This design comes from an exercise in tuning for a short achievable clock period and few clock cycles per item on the open sky130 flow, not from production work. Function was checked by simulation only, so behaviour that the tests miss may differ from the original. No driver is modelled on the clock port, so clocking that relies on it looks cheaper here than on a real chip.

Design keyed_queue_move_to_front, start of the top module:
module keyed_queue_move_to_front #(
  parameter int DEPTH    = 16,
  parameter int KEY_BITS = 16
) (
  input  wire logic                          clk,
  input  wire logic                          rst,
  input  wire logic                          in_valid,
  output logic                               in_stall,
  input  wire logic [1:0]                    mode,
  input  wire logic [KEY_BITS-1:0]           key,
  output logic                               out_valid,
  input  wire logic                          out_stall,
  output logic [KEY_BITS-1:0]                out_key,
  output logic [1:0]                         status,
  output logic [$clog2(DEPTH+1)-1:0]         occupancy
);
  localparam int CW = $clog2(DEPTH+1);
  localparam int OQ = 7;                  
  localparam int RW = KEY_BITS + 2 + CW;  
  logic [KEY_BITS-1:0] cell_key [DEPTH];
  logic [DEPTH-1:0]    cell_valid;
  logic                x_v;        
  logic [KEY_BITS-1:0] x_key;
  logic [DEPTH-1:0]    x_u;        
  logic                x_pf;       
  logic [DEPTH-1:0]    x_s;        
  logic                x_deq;      
  logic [DEPTH-1:0]    x_dq;       
  logic                x_enq;      
  logic [DEPTH-1:0]    x_ld;       
  logic [1:0]          x_st;       
  logic                x_pro;      
  logic [DEPTH:0]      x_occ;      
  assign x_s = x_u & {DEPTH{x_pf}};
  logic                c_v;
  logic [1:0]          c_mode;
  logic [KEY_BITS-1:0] c_key;
  logic                c_isdeq;    
  logic                c_isenq;    
  logic                c_ispro;    
  logic [DEPTH-1:0]    c_mn;       
  logic                c_e;        
  logic                a_v;
  logic [1:0]          a_mode;
  logic [KEY_BITS-1:0] a_key;
  logic [KEY_BITS-1:0] a_kc;       
  logic                a_e0;       
  logic                a_e1;       
  logic                a_e2;       
  logic                a_e3;       
  logic                b_v;
  logic [1:0]          b_mode;
  logic [KEY_BITS-1:0] b_key;
  logic [3:0][DEPTH-1:0] b_q;      
  logic [DEPTH-1:0]    b_vq;       
  ...
Size in the first run: about 3500 cells after synthesis, roughly 800 flip-flops.
==> flow/config.mk <==
export PLATFORM = sky130hd
export DESIGN_NAME = keyed_queue_move_to_front
export DESIGN_NICKNAME = keyed_queue_move_to_front
export VERILOG_FILES = /design/flow/design.v
export SDC_FILE = /design/flow/constraint.sdc
export NUM_CORES = 4
export LEC_CHECK = 0
export ABC_CLOCK_PERIOD_IN_PS = 1500
export CAP_MARGIN = 20
export CORE_MARGIN = 2
export CORE_UTILIZATION = 40
export CTS_CLUSTER_DIAMETER = 100
export CTS_CLUSTER_SIZE = 24
export SETUP_SLACK_MARGIN = 1.5
export SLEW_MARGIN = 20
==> flow/constraint.sdc <==
create_clock -name core_clock -period 3.0 [get_ports {clk}]
set_input_delay 0.6000 -clock core_clock [delete_from_list [all_inputs] [get_ports {clk}]]
set_output_delay 0.6000 -clock core_clock [all_outputs]
set_load 0.01 [all_outputs]
standard.sh (not shown) runs the stock make flow with config.mk's settings and CLKGATE_MAP_FILE= SYNTH_SCRIPT=/design/flow/synth_recipe.tcl, a recipe that flattens the netlist after the stock synthesis.
==> flow/flow/run.sh <==
#!/bin/bash
set -euo pipefail
here=$(pwd)
bash standard.sh PRE_CTS_TCL="$here/flow/pre_cts.tcl" finish > "$here/standard_flow.log" 2>&1
Other scripts of this flow, unchanged in this note and not shown: flow/flow/pre_cts.tcl
Testbench counts at the start, summed over its fixed seeds: cycles 24,048, items 24,000.
Next try:
--- a/flow/design.v
+++ b/flow/design.v
@@ -87,21 +87,20 @@
   logic [1:0]          c_mode;
   logic [KEY_BITS-1:0] c_key;
   logic                c_isdeq;    
   logic                c_isenq;    
   logic                c_ispro;    
   logic [DEPTH-1:0]    c_mn;       
   logic                c_e;        
   logic                a_v;
   logic [1:0]          a_mode;
   logic [KEY_BITS-1:0] a_key;
-  logic [KEY_BITS-1:0] a_kc;       
   logic                a_e0;       
   logic                a_e1;       
   logic                a_e2;       
   logic                a_e3;       
   logic                b_v;
   logic [1:0]          b_mode;
   logic [KEY_BITS-1:0] b_key;
   logic [3:0][DEPTH-1:0] b_q;      
   logic [DEPTH-1:0]    b_vq;       
   logic                b_e0, b_e1, b_e2, b_e3;
@@ -114,32 +113,31 @@
   logic [DEPTH-1:0]    pb_s, pb_dq, pb_ld;   
   logic take;
   assign take = in_valid & ~in_stall;
   always_ff @(posedge clk) begin
     if (rst) a_v <= 1'b0;
     else     a_v <= take;
   end
   always_ff @(posedge clk) begin
     a_mode <= mode;
     a_key  <= key;
-    a_kc   <= key & {KEY_BITS{in_valid}};
     a_e0   <= (key == c_key);
     a_e1   <= (key == d_key);
     a_e2   <= (key == b_key);
     a_e3   <= (key == a_key);
   end
   localparam int QB = KEY_BITS / 4;
   logic [3:0][DEPTH-1:0] r_q;
   always_comb begin
     for (int j = 0; j < 4; j++) begin
       for (int i = 0; i < DEPTH; i++) begin
-        r_q[j][i] = (cell_key[i][j*QB +: QB] == a_kc[j*QB +: QB]);
+        r_q[j][i] = (cell_key[i][j*QB +: QB] == a_key[j*QB +: QB]);
       end
     end
   end
   always_ff @(posedge clk) begin
     if (rst) b_v <= 1'b0;
     else     b_v <= a_v;
   end
   always_ff @(posedge clk) begin
     b_mode <= a_mode;
     b_key  <= a_key;
What happened: Cell area came out lower by 1.9%; wire length shrinks by 3.2%; hold slack degrades by 0.0060 ns; clock skew drops by 0.058 ns; worst setup slack improves by 0.038 ns; maximum frequency climbs by 2.5%.
Testbench counts after the change, summed over its fixed seeds: cycles 24,048, items 24,000.

re-timing with driven ports:
Ports are ideal in the flow. The routed layouts listed here were re-timed in OpenROAD. Step 1 sets driving cells, clkbuf_16 on the clock port and buf_2 on the other inputs (assumed; they add their load-dependent delay and slew). Step 2 times the ports against the registers' clock, not the clock port: input delays grow and output delays shrink by t, the midpoint of the rising clock arrivals with the driver on. a / b / c = no drivers / after step 1 / after step 2; a / b = the first two.
run	t (ns)	setup slack, ns	clock arrival spread, ns	worst register clock-pin slew, ns	worst slew at a driven data input, ns
the first run	0.530	1.464 / 1.354 / 1.125	0.099 / 0.098	0.10 / 0.10	0.05
the second run	0.533	1.502 / 1.357 / 1.162	0.044 / 0.044	0.11 / 0.11	0.03
After both steps setup and hold are still met in every run listed. For the second run, which loses most, drivers alone change the setup slack by -0.145 ns; drivers and shift together by -0.340 ns.
